From an optimization exercise on the open Yosys and OpenROAD flow, aimed at small area, a short achievable clock period and few clock cycles; shortcuts taken in it are not production practice.
RTL that was checked went through simulation tests only; none was proved equivalent to the original.
Power is estimated from default activity; no workload was simulated.

// usb_app
module usb_app #(
   parameter int RAM_DEPTH = 256,
   parameter int WAIT_W    = 8
) (
   input  logic       clk_i,
   input  logic       rstn_i,
   input  logic [7:0] out_data_i,
   input  logic       out_valid_i,
   output logic       out_ready_o,
   output logic [7:0] in_data_o,
   output logic       in_valid_o,
   input  logic       in_ready_i
);
   logic        rst_meta;
   logic        rstn;
   logic        wait_set;
   logic [7:0]  wait_val;
   logic        paced;
   logic        wait_nz;
   logic        pace_free;
   logic        pace_near_free;
   logic        pcrc_init, pcrc_upd, pcrc_load;
   logic [7:0]  pcrc_data;
   logic [31:0] pcrc;
   logic        gcrc_init, gcrc_upd, gcrc_load;
   logic [7:0]  gcrc_data;
   logic [31:0] gcrc_load_val;
   logic [31:0] gcrc;
   logic        lfsr_load, lfsr_step;
   logic [23:0] lfsr_load_val;
   logic [23:0] lfsr;
   logic        wr_en, wr_cont, wr_ok, wr_idle;
   logic [7:0]  wr_addr, wr_data;
   logic        rd_start, rd_take, rd_ok;
   logic [7:0]  rd_addr, rd_data;
   always_ff @(posedge clk_i or negedge rstn_i) begin
      if (!rstn_i) begin
         rst_meta <= 1'b0;
         rstn     <= 1'b0;
      end else begin
         rst_meta <= 1'b1;
         rstn     <= rst_meta;
      end
   end
   app_ctrl u_ctrl (
      .clk_i, .rstn,
      .out_data_i, .out_valid_i, .out_ready_o,
      .in_data_o, .in_valid_o, .in_ready_i,
      .wait_set_o(wait_set), .wait_val_o(wait_val), .paced_o(paced),
      .wait_nz_i(wait_nz), .pace_free_i(pace_free), .pace_near_free_i(pace_near_free),
      .pcrc_init_o(pcrc_init), .pcrc_upd_o(pcrc_upd), .pcrc_data_o(pcrc_data), .pcrc_i(pcrc),
      .gcrc_init_o(gcrc_init), .gcrc_upd_o(gcrc_upd), .gcrc_data_o(gcrc_data),
      .gcrc_load_o(gcrc_load), .gcrc_load_val_o(gcrc_load_val), .gcrc_i(gcrc),
      .lfsr_load_o(lfsr_load), .lfsr_load_val_o(lfsr_load_val), .lfsr_step_o(lfsr_step), .lfsr_i(lfsr),
      .wr_en_o(wr_en), .wr_addr_o(wr_addr), .wr_data_o(wr_data), .wr_cont_o(wr_cont),
      .wr_ok_i(wr_ok), .wr_idle_i(wr_idle),
      .rd_start_o(rd_start), .rd_addr_o(rd_addr), .rd_take_o(rd_take),
      .rd_ok_i(rd_ok), .rd_data_i(rd_data)
   );
   byte_pacer #(.WAIT_W(WAIT_W)) u_pacer (
      .clk_i, .rstn,
      .wait_set_i(wait_set), .wait_val_i(WAIT_W'(wait_val)), .paced_i(paced),
  ...
Settings: LEC_CHECK=0, ABC_CLOCK_PERIOD_IN_PS=2400, CAP_MARGIN=20, CORE_MARGIN=2, CORE_UTILIZATION=40, SETUP_SLACK_MARGIN=2.6, SLEW_MARGIN=20; clock period 5.0 ns.
run.sh (not shown) runs the stock make flow with config.mk's settings and CLKGATE_MAP_FILE= SYNTH_SCRIPT=/design/flow/synth_recipe.tcl, a recipe that flattens the netlist after the stock synthesis.
Then changed:
Settings changed: CORE_UTILIZATION 40 to 50, CTS_CLUSTER_DIAMETER set to 60, CTS_CLUSTER_SIZE set to 25.
What happened: Routed wire length drops by about 2.8%. Clock power falls by 30%. Clock-buffer cell count came out lower by 137. Final cell count fell by about 9%. Synthesized area stays the same. Power came out lower by about 14%.
Function was not checked in any run of this note: the RTL went through the layout flow alone.

* * *

usb_app, a different RTL version from the one above (not shown whole).
For scale: ~2,400 flip-flops, about 64,000 µm² of cells after synthesis.
clock: 5.0 ns
lec_check: 0
abc_clock_period_in_ps: 2400
cap_margin: 20
core_margin: 2
core_utilization: 50
cts_cluster_diameter: 60
cts_cluster_size: 25
setup_slack_margin: 2.85
slew_margin: 20
Then changed:
Settings changed: SETUP_SLACK_MARGIN 2.85 to 2.6.
Result:
- combinational power drops by 24%
- sequential cell count stays the same
- hold slack improves by 0.0085 ns
- cell area falls by 6.8%
- wire length fell by 8.6%
- clock power is lower by about 3%
- synthesized cell count is unchanged
Then changed:
Settings changed: ABC_CLOCK_PERIOD_IN_PS 2400 to 3200.
=> The new run ran to the end with no violations. Fmax is unchanged. Die area stays the same. Clock-buffer cell count stays the same. Worst hold slack is unchanged. Non-clock buffer count stays the same. Total power is unchanged.
Function was not checked in any run of this note: the RTL went through the layout flow alone.

* * *

Setup of cedar:
usb_app, a different RTL version from the one above (not shown whole).
For scale: ~4400 cells after synthesis, roughly 2400 flip-flops, about 22 I/O pins.
## usb_app
module usb_app #(
   parameter int RAM_DEPTH = 256,
   parameter int WAIT_W    = 8
) (
   input  logic       clk_i,
   input  logic       rstn_i,
   input  logic [7:0] out_data_i,
   input  logic       out_valid_i,
   output logic       out_ready_o,
   output logic [7:0] in_data_o,
   output logic       in_valid_o,
   input  logic       in_ready_i
);
   logic        rst_meta;
   logic        rstn;
   logic        wait_set;
   logic [7:0]  wait_val;
   logic        paced;
   logic        wait_nz;
   logic        pace_free;
   logic        pace_near_free;
   logic        pcrc_en, pcrc_init, pcrc_upd, pcrc_load;
   logic [7:0]  pcrc_data;
   logic [31:0] pcrc;
   logic        gcrc_en, gcrc_init, gcrc_upd, gcrc_load;
   logic [7:0]  gcrc_data;
   logic [31:0] gcrc_load_val;
   logic [31:0] gcrc;
   logic        lfsr_load, lfsr_step;
   logic [23:0] lfsr_load_val;
   logic [23:0] lfsr;
   logic        set_addr, zero_addr;
   logic [7:0]  set_val;
   logic        wr_en, wr_cont, wr_ok, wr_idle;
   logic [7:0]  wr_data;
   logic        rd_start, rd_take, rd_ok;
   logic [7:0]  rd_data;
   always_ff @(posedge clk_i or negedge rstn_i) begin
      if (!rstn_i) begin
         rst_meta <= 1'b0;
         rstn     <= 1'b0;
      end else begin
         rst_meta <= 1'b1;
         rstn     <= rst_meta;
      end
   end
   app_ctrl u_ctrl (
      .clk_i, .rstn,
      .out_data_i, .out_valid_i, .out_ready_o,
      .in_data_o, .in_valid_o, .in_ready_i,
      .wait_set_o(wait_set), .wait_val_o(wait_val), .paced_o(paced),
      .wait_nz_i(wait_nz), .pace_free_i(pace_free), .pace_near_free_i(pace_near_free),
      .pcrc_en_o(pcrc_en), .pcrc_init_o(pcrc_init), .pcrc_upd_o(pcrc_upd), .pcrc_data_o(pcrc_data), .pcrc_i(pcrc),
  ...
Settings: LEC_CHECK=0, ABC_CLOCK_PERIOD_IN_PS=2400, CAP_MARGIN=20, CORE_MARGIN=2, CORE_UTILIZATION=50, CTS_CLUSTER_DIAMETER=60, CTS_CLUSTER_SIZE=25, SETUP_SLACK_MARGIN=2.6, SLEW_MARGIN=20, TNS_END_PERCENT=10; clock period 5.0 ns.
cedar: no failed stages, no open violations at the end
Testbench counts of cedar, summed over its fixed seeds: cycles 7,021.
Relative to cedar, the following input files were edited for delta:
Settings: TNS_END_PERCENT no longer set, was 10.
Notes after the runs:
- delta ended with every stage complete and zero timing, DRC or antenna violations.
- Re number of non-clock buffers in the layout: delta and cedar aren't equal, and the higher value belongs to delta.
- In delta the finished layout cell area turned out about 1.9% higher than in cedar.
- On sequential power, delta and cedar are neck and neck.
- Cmp delta vs cedar: footprint of the multi-input gates higher in delta

afterwards: timing with drivers on the ports:
Ports are ideal in the flow. The routed layouts listed here were re-timed in OpenROAD. Step 1: set_driving_cell puts a clkbuf_16 on clk_i and a buf_2 on each other input, an assumption about the parent block. Step 2 moves the port delays by t, midway between the first and last clock arrival at a register: inputs arrive t later, outputs are due t later. That takes back most of the time a late clock gives input paths. Three values: ideal, step 1, step 2; two values: the first two.
run | t (ns) | slack for setup (ns) | hold slack, ns | worst data-port slew with drivers (ns)
the first run of note 1 | 0.883 | 1.269 / 1.277 / 0.436 | 0.210 / 0.210 / 0.210 | 0.03
the second run of note 1 | 0.860 | 1.332 / 1.337 / 0.504 | 0.240 / 0.240 / 0.240 | 0.04
the first run of note 2 | 0.859 | 2.414 / 2.414 / 1.918 | 0.288 / 0.288 / 0.288 | 0.12
the second run of note 2 | 0.847 | 2.454 / 2.454 / 1.823 | 0.297 / 0.297 / 0.297 | 0.03
the third run of note 2 | 0.847 | 2.454 / 2.454 / 1.823 | 0.297 / 0.297 / 0.297 | 0.03
cedar | 0.840 | 2.326 / 2.326 / 1.830 | 0.223 / 0.223 / 0.223 | 0.04
delta | 0.853 | 2.424 / 2.424 / 1.817 | 0.217 / 0.217 / 0.217 | 0.04
After both steps every run listed still meets setup and hold. For the first run of note 1, which loses most, drivers alone change the setup slack by +0.008 ns; drivers and shift together by -0.833 ns.
